What follows belongs to an exercise in optimizing a design on an open flow for small area; a production flow would make more cautious choices.
RTL that was checked went through simulation tests only; none was proved equivalent to the original.
Power and IR drop assume default switching activity. The clock port is modelled as an ideal driver; clocking choices that lean on that would not hold on a real chip.

Setup of wip/yarrow:
// apb_slave_mem
module apb_slave_mem #(
  parameter int ADDR_WIDTH  = 16,
  parameter int DATA_WIDTH  = 32,
  parameter int MEM_DEPTH   = 64,
  parameter int RO_BASE     = 48,
  parameter int WAIT_STATES = 2
) (
  input  logic                  pclk,
  input  logic                  preset_n,
  input  logic                  psel,
  input  logic                  penable,
  input  logic                  pwrite,
  input  logic [ADDR_WIDTH-1:0] paddr,
  input  logic [DATA_WIDTH-1:0] pwdata,
  output logic [DATA_WIDTH-1:0] prdata,
  output logic                  pready,
  output logic                  pslverr
);
  logic [1:0] cnt;
  logic       setup;
  logic       in_rw;      
  logic       in_mem;     
  logic       addr_err;
  assign setup    = psel && !penable;
  assign in_mem   = ({1'b0, paddr} < (ADDR_WIDTH+1)'(MEM_DEPTH));
  assign in_rw    = ({1'b0, paddr} < (ADDR_WIDTH+1)'(RO_BASE));
  assign addr_err = pwrite ? !in_rw : !in_mem;
  assign pready  = preset_n && psel && penable && (cnt == 2'(WAIT_STATES + 1));
  assign pslverr = addr_err;
  always_ff @(posedge pclk) begin
    if (!preset_n || !psel) begin
      cnt <= 2'd0;
    end else if (!penable) begin
      cnt <= 2'd1;
    end else if (cnt == 2'(WAIT_STATES + 1)) begin
      cnt <= 2'd0;
    end else if (cnt != 2'd0) begin
      cnt <= cnt + 2'd1;
    end
  end
  apb_mem_array #(
    .DATA_WIDTH (DATA_WIDTH),
    .RINGS      (RO_BASE / 4)
  ) u_mem (
    .clk    (pclk),
    .rst_n  (preset_n),
    .we     (pready && pwrite && in_rw),
    .wring  (paddr[5:2]),
    .wslot  (paddr[1:0]),
    .wdata  (pwdata),
    .rvalid (in_rw),
    .rring  (paddr[5:2]),
    .rslot  (paddr[1:0]),
    .rdata  (prdata)
  );
endmodule
For scale: about 2600 cells after synthesis, roughly 1600 flip-flops, about 0.039 mm² of cells after synthesis.
==> flow/config.mk <==
export PLATFORM = sky130hd
export DESIGN_NAME = apb_slave_mem
export DESIGN_NICKNAME = apb_slave_mem
export VERILOG_FILES = /design/flow/design.v
export SDC_FILE = /design/flow/constraint.sdc
export NUM_CORES = 4
export LEC_CHECK = 0
export CAP_MARGIN = 0
export CORE_MARGIN = 2
export CORE_UTILIZATION = 40
export SLEW_MARGIN = 0
==> flow/constraint.sdc <==
create_clock -name core_clock -period 5.0 [get_ports {pclk}]
set_input_delay 1.0000 -clock core_clock [delete_from_list [all_inputs] [get_ports {pclk}]]
set_output_delay 1.0000 -clock core_clock [all_outputs]
set_load 0.01 [all_outputs]
standard.sh (not shown) runs the stock make flow with config.mk's settings and CLKGATE_MAP_FILE= SYNTH_SCRIPT=/design/flow/synth_recipe.tcl, a recipe that flattens the netlist after the stock synthesis.
==> flow/flow/run.sh <==
#!/bin/bash
# Own layout flow: the standard ORFS flow (standard.sh), with
#  - synthesis: synth_recipe.tcl unchanged except that the final abc mapping
#    uses an area-oriented script (flow/area.abc) instead of abc_speed.script;
#    registers, flattening and renaming are as in the standard synthesis;
#  - CTS without dummy loads;
#  - CTS, port buffer and repair settings from the variables below.
# Each tool's full output stays in orfs/logs/; make's output goes to make.log.
set -euo pipefail
W=$(pwd)
mkdir -p "$W/areasynth"
# synth.tcl with its abc call replaced by flow/abc_call.tcl
awk -v f="$W/flow/abc_call.tcl" '
  /^  log_cmd abc \{\*\}\$abc_args$/ { while ((getline l < f) > 0) print l; next }
  { print }' "$FLOW_HOME/scripts/synth.tcl" > "$W/areasynth/synth_core.tcl"
grep -q AREA_ABC_SCRIPT "$W/areasynth/synth_core.tcl"
sed "s|^source \$::env(SCRIPTS_DIR)/synth.tcl\$|source $W/areasynth/synth_core.tcl|" \
  "$W/synth_recipe.tcl" > "$W/areasynth/synth.tcl"
grep -q "areasynth/synth_core.tcl" "$W/areasynth/synth.tcl"
export AREA_ABC_SCRIPT="$W/flow/area.abc"

CTS="-sink_clustering_enable -repair_clock_nets -dont_use_dummy_load"
[[ -n "${MY_CTS_EXTRA:-}" ]] && CTS="$CTS $MY_CTS_EXTRA"
source "$W/flow/knobs.sh"

bash "$W/standard.sh" \
  SYNTH_SCRIPT="$W/areasynth/synth.tcl" \
  CTS_ARGS="$CTS $CTS_EXTRA" \
  "${EXTRA_VARS[@]}" \
  finish > "$W/make.log" 2>&1
==> flow/flow/abc_call.tcl <==
  # Area-oriented mapping: the same abc arguments without the speed script
  # and delay target, and this folder's area.abc script instead.
  set area_abc_args {}
  set skip 0
  foreach a $abc_args {
    if { $skip } { set skip 0; continue }
    if { $a eq "-script" || $a eq "-D" } { set skip 1; continue }
    lappend area_abc_args $a
  }
  log_cmd abc -script $::env(AREA_ABC_SCRIPT) {*}$area_abc_args
==> flow/flow/area.abc <==
strash; dch; amap; topo
==> flow/flow/knobs.sh <==
CTS_EXTRA="-sink_clustering_size 20 -sink_clustering_max_diameter 60 -buf_list sky130_fd_sc_hd__clkbuf_8"
EXTRA_VARS=(BUFFER_PORTS_ARGS="-buffer_cell sky130_fd_sc_hd__buf_1" REMOVE_ABC_BUFFERS=1)
wip/yarrow closes out successfully: all stages finished, all timing, DRC and antenna checks passed.
## Diff of input files: wip/quartz against wip/yarrow
==> flow/flow/knobs.sh <==
CTS_EXTRA="-sink_clustering_size 30 -sink_clustering_max_diameter 100"
EXTRA_VARS=(BUFFER_PORTS_ARGS="-buffer_cell sky130_fd_sc_hd__buf_1")
Results
- Per the comparison of wip/quartz with wip/yarrow, via count of the first global-routing pass has decreased; data arrival time at the worst-slack endpoint has remained practically unchanged; wire length of the first global-routing pass has decreased.
- Final period utilization is higher on wip/quartz
- wip/quartz completed every stage of the flow, and the final layout passed the timing, design-rule and antenna checks.
- wip/quartz ended up with prdata[23] as its end of the critical path; wip/yarrow ended up with prdata[11].
- Taking wip/yarrow as the reference, in wip/quartz total met3 wirelength after detailed routing moved down, number of antenna violations at the first check in global routing fell by 2, count of clock-buffer cells in the layout saw a decrease.
- Diff wip/quartz..wip/yarrow | largest incremental delay on the critical path | negligible
- wip/quartz ended up with paddr[5] as its launching instance or port of the critical path; wip/yarrow ended up with paddr[4].
The following lists how wip/pepper was set up differently from wip/quartz:
==> flow/flow/knobs.sh <==
CTS_EXTRA="-sink_clustering_size 20 -sink_clustering_max_diameter 60 -buf_list sky130_fd_sc_hd__clkbuf_8"
EXTRA_VARS=(BUFFER_PORTS_ARGS="-buffer_cell sky130_fd_sc_hd__buf_1")
==> run summary <==
Per the comparison of wip/pepper with wip/quartz, fmax shows no meaningful change; switching power of the nets shows an increase of 0.033 mW; cell area after layout shows a reduction of about 0.37%.
Function was not checked in any run of this note: the RTL went through the layout flow alone.

---

apb_slave_mem, a different RTL version from the one above (not shown whole).
Size in the first run: roughly 2500 cells after synthesis, ~1600 flip-flops, about 87 I/O pins, ~39000 um2 of cells after synthesis.
==> flow/config.mk <==
export PLATFORM = sky130hd
export DESIGN_NAME = apb_slave_mem
export DESIGN_NICKNAME = apb_slave_mem
export VERILOG_FILES = /design/flow/design.v
export SDC_FILE = /design/flow/constraint.sdc
export NUM_CORES = 4
export LEC_CHECK = 0
export CAP_MARGIN = 0
export CORE_MARGIN = 2
export CORE_UTILIZATION = 40
export GPL_TIMING_DRIVEN = 0
export SLEW_MARGIN = 0
==> flow/constraint.sdc <==
create_clock -name core_clock -period 5.0 [get_ports {pclk}]
set_input_delay 1.0000 -clock core_clock [delete_from_list [all_inputs] [get_ports {pclk}]]
set_output_delay 1.0000 -clock core_clock [all_outputs]
set_load 0.01 [all_outputs]
==> flow/flow/area.abc <==
strash; dc2; dch; amap; topo
==> flow/flow/knobs.sh <==
CTS_EXTRA="-sink_clustering_size 32 -sink_clustering_max_diameter 80"
EXTRA_VARS=(BUFFER_PORTS_ARGS="-buffer_cell sky130_fd_sc_hd__buf_1")
Scripts as last shown in full above: flow/flow/run.sh, flow/flow/abc_call.tcl
Then changed:
==> flow/flow/knobs.sh (replaced) <==
CTS_EXTRA="-sink_clustering_size 20 -sink_clustering_max_diameter 60 -buf_list sky130_fd_sc_hd__clkbuf_8"
EXTRA_VARS=(BUFFER_PORTS_ARGS="-buffer_cell sky130_fd_sc_hd__buf_1")
- CORE_UTILIZATION: 40 -> 50
- GPL_TIMING_DRIVEN: 0 -> default
After rerunning:
- setup slack gets better by 0.39 ns
- count of clock-buffer cells in the layout goes up by 38
- combinational power goes down by roughly a tenth
- power goes down slightly
- hold slack gets worse by 0.018 ns
- global-route usage goes up by 4.3 points
- sequential power hardly moves
Then changed:
==> flow/flow/knobs.sh (replaced) <==
CTS_EXTRA="-sink_clustering_size 20 -sink_clustering_max_diameter 45 -buf_list sky130_fd_sc_hd__clkbuf_8"
EXTRA_VARS=(BUFFER_PORTS_ARGS="-buffer_cell sky130_fd_sc_hd__buf_1")
- CORE_UTILIZATION: 50 -> 40
Outcome:
- The new run ran to the end with no violations
- final area is higher by 1.2%
- critical path depth went down by 1
- setup slack loses 0.13 ns
- global-route usage is lower by 4.4 points
- combinational power is about the same
Then changed:
==> flow/flow/knobs.sh (replaced) <==
CTS_EXTRA="-sink_clustering_size 30 -sink_clustering_max_diameter 100"
EXTRA_VARS=(BUFFER_PORTS_ARGS="-buffer_cell sky130_fd_sc_hd__buf_1")
What happened: Power is lower by 0.32%. Routed wire length is lower by 1.2%. Non-clock buffer count does not change. Die area stays the same. Global-route usage is lower by 0.29 points. Final area stays flat. Setup slack gets worse by 0.063 ns. Final cell count is lower by 1.5%. Synthesized area stays the same. Sequential power stays flat. Via count is lower by 1.1%.

---

the previous run:
apb_slave_mem again, from the RTL that the note above started with.
Settings: LEC_CHECK=0, CAP_MARGIN=0, CORE_MARGIN=2, CORE_UTILIZATION=40, SLEW_MARGIN=0; clock period 5.0 ns.
==> flow/flow/knobs.sh <==
CTS_EXTRA="-sink_clustering_size 20 -sink_clustering_max_diameter 60 -buf_list sky130_fd_sc_hd__clkbuf_8"
EXTRA_VARS=(BUFFER_PORTS_ARGS="-buffer_cell sky130_fd_sc_hd__buf_1")
Scripts as last shown in full above: flow/flow/run.sh, flow/flow/abc_call.tcl, flow/flow/area.abc
The previous run: full flow OK, the timing, design-rule and antenna checks passed
Setup changes, the previous run to the current run
==> flow/flow/area.abc <==
strash; dch; amap; topo
Results
Clock distribution area overhead in the final layout delta (the current run -> the previous run): insignificant. The total length of routed wires reported for the current run is smaller than that of the previous run by about 20%. Clock share of power sits higher in the current run than in the previous run. Number of standard cells after synthesis: the current run higher than the previous run.

---

exp/fjord:
Another version of the RTL of apb_slave_mem (not shown whole).
Size: roughly 2,600 cells after synthesis, roughly 1,600 flip-flops, ~42,000 um^2 of cells after synthesis.
==> flow/design.v (excerpt) <==
module apb_slave_mem #(
  parameter int ADDR_WIDTH  = 16,
  parameter int DATA_WIDTH  = 32,
  parameter int MEM_DEPTH   = 64,
  parameter int RO_BASE     = 48,
  parameter int WAIT_STATES = 2
) (
  input  logic                  pclk,
  input  logic                  preset_n,
  input  logic                  psel,
  input  logic                  penable,
  input  logic                  pwrite,
  input  logic [ADDR_WIDTH-1:0] paddr,
  input  logic [DATA_WIDTH-1:0] pwdata,
  output logic [DATA_WIDTH-1:0] prdata,
  output logic                  pready,
  output logic                  pslverr
);
==> flow/config.mk <==
export PLATFORM = sky130hd
export DESIGN_NAME = apb_slave_mem
export DESIGN_NICKNAME = apb_slave_mem
export VERILOG_FILES = /design/flow/design.v
export SDC_FILE = /design/flow/constraint.sdc
export NUM_CORES = 4
export LEC_CHECK = 0
export CAP_MARGIN = 0
export CORE_MARGIN = 2
export CORE_UTILIZATION = 40
export SLEW_MARGIN = 0
==> flow/constraint.sdc <==
create_clock -name core_clock -period 5.0 [get_ports {pclk}]
set_input_delay 1.0000 -clock core_clock [delete_from_list [all_inputs] [get_ports {pclk}]]
set_output_delay 1.0000 -clock core_clock [all_outputs]
set_load 0.01 [all_outputs]
==> flow/flow/area.abc <==
strash; dc2; dch; amap; topo; buffer -c; topo
==> flow/flow/knobs.sh <==
CTS_EXTRA="-sink_clustering_size 30 -sink_clustering_max_diameter 100"
EXTRA_VARS=(BUFFER_PORTS_ARGS="-buffer_cell sky130_fd_sc_hd__buf_1")
Scripts as last shown in full above: flow/flow/run.sh, flow/flow/abc_call.tcl
exp/fjord completed end to end with timing, DRC and antenna clean.
diff inputs: exp/fjord => exp/violet
==> flow/flow/area.abc <==
strash; dc2; dch; amap; topo
Findings:
exp/violet reached the final stage; the timing, design-rule and antenna checks on its layout passed. Diff exp/fjord -> exp/violet | synthesis-to-finish area growth | increase of 5.7 points. Against exp/fjord, exp/violet comes in 2.2 points lower on ratio of final minimum period to clock period. Diff exp/violet..exp/fjord | deepest clock path buffer count | negligible.
No run of this note included a check of the RTL's function; only the layout flow was run.

---

The RTL this note starts from:
==> flow/design.v <==
`default_nettype none
package apb_pkg;
  localparam int WAIT_CNT_W = 4;
  typedef enum logic [1:0] {
    MST_IDLE   = 2'd0,
    MST_SETUP  = 2'd1,
    MST_ACCESS = 2'd2
  } apb_mst_state_t;
  typedef enum logic [0:0] {
    IDLE   = 1'b0,
    ACCESS = 1'b1
  } apb_slv_state_t;
endpackage
`default_nettype wire
`default_nettype none
module apb_mem_array #(
  parameter int DATA_WIDTH = 32,
  parameter int RINGS      = 12
) (
  input  logic                  clk,
  input  logic                  rst_n,
  input  logic                  we,
  input  logic [3:0]            wring,
  input  logic [1:0]            wslot,
  input  logic [DATA_WIDTH-1:0] wdata,    
  input  logic                  rvalid,
  input  logic [3:0]            rring,
  input  logic [1:0]            rslot,
  output logic [DATA_WIDTH-1:0] rdata
);
  localparam int W = DATA_WIDTH;
  logic [RINGS*W-1:0] p0, p1, p2, p3;
  logic [1:0]         u;           
  logic [1:0]         u_in;        
  logic [1:0]         clr_cnt;
  logic               clear;       
  logic               pend;
  logic [3:0]         pend_ring;
  logic [1:0]         pend_slot;
  logic [W-1:0]       wbuf;
  logic               now_ok;      
  logic               pend_go;     
  logic [RINGS-1:0]   ins;
  logic [W-1:0]       ins_data;
  assign u_in     = u - 2'd1;
  assign clear    = !rst_n || (clr_cnt != 2'd0);
  assign now_ok   = (wslot == u_in);
  assign pend_go  = pend && (pend_slot == u_in);
  assign ins_data = clear ? '0 : wbuf;
  always_comb begin
    for (int r = 0; r < RINGS; r++) begin
      ins[r] = clear ||
               (we   && now_ok && (wring == 4'(r))) ||
               (pend_go && (pend_ring == 4'(r)));
    end
  end
  always_ff @(posedge clk) begin
    for (int r = 0; r < RINGS; r++) begin
      p0[r*W +: W] <= ins[r] ? ins_data : p3[r*W +: W];
    end
    p1 <= p0;
    p2 <= p1;
    p3 <= p2;
  end
  always_ff @(posedge clk) begin
    if (!rst_n) begin
      u       <= 2'd0;
      clr_cnt <= 2'd3;
      pend    <= 1'b0;
    end else begin
      u <= u_in;
      if (clr_cnt != 2'd0) clr_cnt <= clr_cnt - 2'd1;
      if (we && !now_ok) begin
        pend      <= 1'b1;
        pend_ring <= wring;
        pend_slot <= wslot;
      end else if (pend_go) begin
        pend <= 1'b0;
      end
    end
  end
  always_ff @(posedge clk) begin
    if (!pend || pend_go) wbuf <= wdata;
  end
  logic [W-1:0] tap;
  logic [W-1:0] rcap;
  logic [W-1:0] rout;
  logic         rd_hit;
  always_comb begin
    tap = '0;
    for (int r = 0; r < RINGS; r++) begin
      if (rring == 4'(r)) tap = tap | p0[r*W +: W];
    end
  end
  assign rd_hit = (rslot == u);
  assign rout = ({W{rvalid &&  rd_hit}} & tap) |
                ({W{rvalid && !rd_hit}} & rcap);
  always_ff @(posedge clk) begin
    rcap <= rout;
  end
  assign rdata = rout;
endmodule
`default_nettype wire
`default_nettype none
module apb_slave_mem #(
  parameter int ADDR_WIDTH  = 16,
  parameter int DATA_WIDTH  = 32,
  parameter int MEM_DEPTH   = 64,
  parameter int RO_BASE     = 48,
  parameter int WAIT_STATES = 2
) (
  input  logic                  pclk,
  input  logic                  preset_n,
  input  logic                  psel,
  input  logic                  penable,
  input  logic                  pwrite,
  input  logic [ADDR_WIDTH-1:0] paddr,
  input  logic [DATA_WIDTH-1:0] pwdata,
  output logic [DATA_WIDTH-1:0] prdata,
  output logic                  pready,
  output logic                  pslverr
);
  logic [1:0] cnt;
  logic       setup;
  logic       in_rw;      
  logic       in_mem;     
  logic       addr_err;
  assign setup    = psel && !penable;
  assign in_mem   = ({1'b0, paddr} < (ADDR_WIDTH+1)'(MEM_DEPTH));
  assign in_rw    = ({1'b0, paddr} < (ADDR_WIDTH+1)'(RO_BASE));
  assign addr_err = pwrite ? !in_rw : !in_mem;
  assign pready  = preset_n && psel && penable && (cnt == 2'(WAIT_STATES + 1));
  assign pslverr = addr_err;
  always_ff @(posedge pclk) begin
    if (!preset_n || !psel) begin
      cnt <= 2'd0;
    end else if (!penable) begin
      cnt <= 2'd1;
    end else if (cnt == 2'(WAIT_STATES + 1)) begin
      cnt <= 2'd0;
    end else if (cnt != 2'd0) begin
      cnt <= cnt + 2'd1;
    end
  end
  apb_mem_array #(
    .DATA_WIDTH (DATA_WIDTH),
    .RINGS      (RO_BASE / 4)
  ) u_mem (
    .clk    (pclk),
    .rst_n  (preset_n),
    .we     (pready && pwrite && in_rw),
    .wring  (paddr[5:2]),
    .wslot  (paddr[1:0]),
    .wdata  (pwdata),
    .rvalid (in_rw),
    .rring  (paddr[5:2]),
    .rslot  (paddr[1:0]),
    .rdata  (prdata)
  );
endmodule
`default_nettype wire
==> flow/config.mk <==
export PLATFORM = sky130hd
export DESIGN_NAME = apb_slave_mem
export DESIGN_NICKNAME = apb_slave_mem
export VERILOG_FILES = /design/flow/design.v
export SDC_FILE = /design/flow/constraint.sdc
export NUM_CORES = 4
export LEC_CHECK = 0
export CAP_MARGIN = 0
export CORE_MARGIN = 2
export CORE_UTILIZATION = 40
export SLEW_MARGIN = 0
==> flow/constraint.sdc <==
create_clock -name core_clock -period 5.0 [get_ports {pclk}]
set_input_delay 1.0000 -clock core_clock [delete_from_list [all_inputs] [get_ports {pclk}]]
set_output_delay 1.0000 -clock core_clock [all_outputs]
set_load 0.01 [all_outputs]
==> flow/flow/area.abc <==
strash; dc2; dch; amap; topo
==> flow/flow/knobs.sh <==
CTS_EXTRA="-sink_clustering_size 10 -sink_clustering_max_diameter 40 -buf_list sky130_fd_sc_hd__clkbuf_4"
EXTRA_VARS=(BUFFER_PORTS_ARGS="-buffer_cell sky130_fd_sc_hd__buf_1")
Scripts as last shown in full above: flow/flow/run.sh, flow/flow/abc_call.tcl
Next try:
==> flow/flow/knobs.sh (replaced) <==
CTS_EXTRA="-sink_clustering_size 32 -sink_clustering_max_diameter 80"
EXTRA_VARS=(BUFFER_PORTS_ARGS="-buffer_cell sky130_fd_sc_hd__buf_1" RECOVER_POWER=100 REMOVE_ABC_BUFFERS=1)
Now the flow produced a layout that fails on capacitance limit, slew limit.
Hold slack gets better by 0.14 ns.
Design area went down by 0.62%.
Setup slack gets worse by 0.26 ns.
Synthesized area does not change.
Sequential power stays flat.
Routed wire length went down by about 2%.
Combinational power went down by 3.0%.
Global-route usage went down by 0.68 points.
Next try:
==> flow/flow/knobs.sh (replaced) <==
CTS_EXTRA="-sink_clustering_size 20 -sink_clustering_max_diameter 60 -buf_list sky130_fd_sc_hd__clkbuf_8"
EXTRA_VARS=(BUFFER_PORTS_ARGS="-buffer_cell sky130_fd_sc_hd__buf_1" REMOVE_ABC_BUFFERS=1)
Effect: With this change the flow produced a clean layout; sequential share of layout area hardly moves; power goes down by about 1.5%; hold slack degrades by 0.0053 ns.
Next try:
==> flow/flow/knobs.sh (replaced) <==
CTS_EXTRA="-sink_clustering_size 32 -sink_clustering_max_diameter 80"
EXTRA_VARS=(BUFFER_PORTS_ARGS="-buffer_cell sky130_fd_sc_hd__buf_1")
Effect: Sequential share of layout area goes down by 0.47 points. Wire length went down by 0.49%. Synthesized area does not change.

static timing again, ports no longer ideal:
The results above use ideal ports. As a check the final layouts listed here were re-extracted and re-timed, cells and wires unchanged. Step 1: set_driving_cell puts a clkbuf_16 on pclk and a buf_2 on each other input, an assumption about the parent block. Step 2 also shifts input and output timing later by t, the mid clock arrival at the registers, as if the neighbouring blocks saw the same clock. a / b / c = ideal ports / drivers / drivers and shift; a / b = the first two.
| run | t (ns) | slack for setup (ns) | worst setup path after step 2 | worst slew at a driven data input, ns |
|---|---|---|---|---|
| wip/yarrow | 0.792 | 0.217 / 0.137 / 0.137 | input to output | 0.08 |
| wip/quartz | 0.712 | 0.207 / 0.186 / 0.186 | input to output | 0.06 |
| wip/pepper | 0.774 | 0.211 / 0.189 / 0.189 | input to output | 0.06 |
| the first run of note 2 | 0.704 | 0.144 / 0.101 / -0.440 | input to register | 0.05 |
| the second run of note 2 | 0.766 | 0.533 / 0.509 / 0.480 | input to register | 0.04 |
| the third run of note 2 | 0.797 | 0.408 / 0.370 / 0.370 | input to output | 0.05 |
| the fourth run of note 2 | 0.709 | 0.345 / 0.307 / 0.307 | input to output | 0.05 |
| the previous run | 0.778 | 0.431 / 0.393 / 0.393 | input to output | 0.05 |
| the current run | 0.784 | 0.252 / 0.226 / 0.226 | input to output | 0.07 |
| exp/fjord | 0.715 | 0.146 / 0.044 / 0.044 | input to output | 0.11 |
| exp/violet | 0.712 | 0.254 / 0.187 / 0.187 | input to output | 0.06 |
| the first run of note 5 | 1.078 | 0.460 / 0.400 / 0.405 | input to register | 0.05 |
| the second run of note 5 | 0.707 | 0.204 / 0.152 / -0.555 | input to register | 0.12 |
| the third run of note 5 | 0.761 | 0.219 / 0.199 / 0.199 | input to output | 0.12 |
| the fourth run of note 5 | 0.711 | 0.406 / 0.368 / 0.368 | input to output | 0.05 |
The setup slack of the second run of note 5, which loses most, moves by -0.052 ns with the drivers and by -0.759 ns with both steps.
